Context: an optimization exercise on an open-source flow, tuned for small area, a short achievable clock period and few clock cycles per item. The choices shown serve that exercise and are no tape-out recipe.
In this exercise RTL edits were held to simulation tests only and were not proved equivalent to the original.

== south ==
// position_report_ascii_encoder
module position_report_ascii_encoder
(
    input  logic              clk,
    input  logic              rst_n,
    input  logic              pos_valid,
    output logic              pos_ready,
    input  logic signed [LatW-1:0] pos_lat_micro,
    input  logic signed [LonW-1:0] pos_lon_micro,
    input  logic [FixW-1:0]   pos_fix_level,
    output logic              rpt_valid,
    input  logic              rpt_ready,
    output logic [CharW-1:0]  rpt_out_char,
    output logic              rpt_last_char,
    output logic              rpt_pos_invalid,
    input  logic              psel,
    input  logic              penable,
    input  logic              pwrite,
    input  logic [AddrW-1:0]  paddr,
    input  logic [DataW-1:0]  pwdata,
    output logic [DataW-1:0]  prdata,
    output logic              pready
);
Settings: LEC_CHECK=0, CAP_MARGIN=20, CORE_MARGIN=2, CORE_UTILIZATION=50, SLEW_MARGIN=20; clock period 9.0 ns.
standard.sh (not shown) runs the stock make flow with config.mk's settings and CLKGATE_MAP_FILE= SYNTH_SCRIPT=/design/flow/synth_recipe.tcl, a recipe that flattens the netlist after the stock synthesis.
==> flow/flow/run.sh <==
#!/bin/bash
set -euo pipefail
bash standard.sh SETUP_SLACK_MARGIN=6.0 "BUFFER_PORTS_ARGS=-buffer_cell sky130_fd_sc_hd__buf_1" finish > orfs_flow.log 2>&1
Testbench counts of south, summed over its fixed seeds: cycles 17,511, reports 960.
Input-level comparison between west and south:
diff --git a/flow/design.v b/flow/design.v
--- a/flow/design.v
+++ b/flow/design.v
@@ -279,48 +279,37 @@
     logic             vld;
     logic             cur_inv;
     logic [4:0]       nb;           
     logic [CharW-1:0] out_reg;
     logic             last_reg;
     logic             cur_slat, cur_slon;
-    logic [1:0]       ninv;         
-    logic             nxt_full, nxt_slat, nxt_slon;    
+    logic             nxt_full, nxt_inv, nxt_slat, nxt_slon;
     logic             pins_inv;
     logic             acc_now;
     logic             take;
     logic             cur_free;
     logic             lat_ok, lon_ok, go, go_src, step, fin;
     assign pins_inv = (pos_fix_level == '0)
                       || (pos_lat_micro == '0 && pos_lon_micro == '0);
-    assign pos_ready = inv_q ? ki : kr;
+    assign pos_ready = kr || (ki && inv_q);
     assign acc_now   = pos_valid && pos_ready;
     assign take      = vld && rpt_ready;
     assign cur_free  = !vld || (take && last_reg);
     assign lat_ok = known_q && !inv_q && !lat_done && !lat_hold;
     assign lon_ok = lon_pend && !lon_hold;
     assign go     = (cnt == 4'd0) && (lat_ok || lon_ok);
     assign go_src = lon_ok;
     assign step   = go || (cnt != 4'd0);
     assign fin    = (cnt == 4'd8);
     logic known_n, lat_done_n, lon_pend_n, nxt_full_n;
-    logic bypass, inc, dec;
-    logic [1:0] ninv_n;
     always_comb
     begin
         known_n    = pos_valid && !acc_now;
         lat_done_n = acc_now ? 1'b0 : ((fin && !src) || lat_done);
         lon_pend_n = (acc_now && !inv_q) || (lon_pend && !(fin && src));
-        bypass     = cur_free && ninv == 2'd0 && !nxt_full;
-        nxt_full_n = (acc_now && !inv_q) || (nxt_full && !(cur_free && ninv == 2'd0));
-        inc        = acc_now && inv_q && !bypass;
-        dec        = cur_free && ninv != 2'd0;
-        ninv_n     = ninv;
-        if (inc && !dec)
-            ninv_n = {ninv[1] || ninv[0], !ninv[0]};
-        else if (dec && !inc)
-            ninv_n = {ninv[1] && ninv[0], !ninv[0]};
+        nxt_full_n = cur_free ? (acc_now && (nxt_full || !inv_q)) : (nxt_full || acc_now);
     end
     always_ff @(posedge clk or negedge rst_n)
     begin
         if (!rst_n)
         begin
             known_q  <= 1'b0;
@@ -334,13 +323,13 @@
             src      <= 1'b0;
             post     <= 1'b0;
         end
         else
         begin
             known_q  <= known_n;
-            ki       <= known_n && !nxt_full_n && ninv_n != 2'd3;
+            ki       <= known_n && !nxt_full_n;
             kr       <= known_n && !nxt_full_n && lat_done_n && !lon_pend_n;
             post     <= fin;
             lat_done <= lat_done_n;
             lon_pend <= lon_pend_n;
             if (fin && !src)
                 lat_hold <= 1'b1;
@@ -442,50 +431,48 @@
             5'd18:
                 nchar = cur_slon ? AsciiW : AsciiE;
             default:
                 nchar = sym_code_reg;
         endcase
     end
-    logic load_now, load_inv;
-    assign load_now = ninv != 2'd0 || nxt_full || (acc_now && inv_q);
-    assign load_inv = ninv != 2'd0 || !nxt_full;
+    logic load_now;
+    assign load_now = nxt_full || (acc_now && inv_q);
     always_ff @(posedge clk or negedge rst_n)
     begin
         if (!rst_n)
         begin
             vld      <= 1'b0;
             nxt_full <= 1'b0;
-            ninv     <= 2'd0;
         end
         else
         begin
             if (cur_free)
                 vld  <= load_now;
             nxt_full <= nxt_full_n;
-            ninv     <= ninv_n;
         end
     end
     always_ff @(posedge clk)
     begin
         if (cur_free)
         begin
             nb       <= 5'd1;
-            cur_inv  <= load_inv;
+            cur_inv  <= nxt_full ? nxt_inv : 1'b1;
             cur_slat <= nxt_slat;
             cur_slon <= nxt_slon;
-            out_reg  <= load_inv ? AsciiNul : AsciiBang;
-            last_reg <= load_inv;
+            out_reg  <= (!nxt_full || nxt_inv) ? AsciiNul : AsciiBang;
+            last_reg <= !nxt_full || nxt_inv;
         end
         else if (take)
         begin
             nb       <= nb + 5'd1;
             out_reg  <= nchar;
             last_reg <= (nb == 5'd19);
         end
-        if (acc_now && !inv_q)
+        if (acc_now)
         begin
+            nxt_inv  <= inv_q;
             nxt_slat <= pos_lat_micro[LatW-1];
             nxt_slon <= pos_lon_micro[LonW-1];
         end
     end
     assign rpt_valid       = vld;
     assign rpt_out_char    = out_reg;
Findings:
- The combinational family with the most area after synthesis comes out compound AO/OA/AOI/OAI gates in one run and simple AND/OR/NAND/NOR gates in the other, namely in south and west respectively.
- west vs south — final net count dropped slightly
- [compare] base=south new=west: worst supply voltage drop on vdd has decreased; sequential cell area fraction in the yosys report down 0.38 points; final cycle utilization of the critical path has decreased; global-route met3 utilization climbed 0.23 points; initial detailed-routing violation count up about 26%.
- Initial core utilization for west is lower than for south.
- In west the synthesized area turned out about 1.1% higher than in south.
Testbench counts of west, summed over its fixed seeds: cycles 17,649, reports 960.

[afterwards: timing with drivers on the ports]
The results above use ideal ports. As a check the final layouts listed here were re-extracted and re-timed, cells and wires unchanged.
Step 1, drivers: a clkbuf_16 drives clk and a buf_2 each remaining input, both assumed.
Step 2, shift: input delay + t, output delay - t, t = (earliest + latest rising clock arrival at the registers) / 2. This alone moves slack from input paths to output paths.
Slacks: ideal / step 1 / step 2; pairs: ideal / step 1.
| run | t, ns | slack for setup (ns) | worst setup path at the end | worst slew at a driven data input, ns |
|---|---|---|---|---|
| south | 0.479 | 5.969 / 5.922 / 5.695 | input to register | 0.03 |
| west | 0.486 | 6.075 / 6.027 / 5.618 | input to register | 0.04 |
After both steps setup and hold are still met in every run listed. The setup slack of west, which loses most, moves by -0.048 ns with the drivers and by -0.457 ns with both steps.
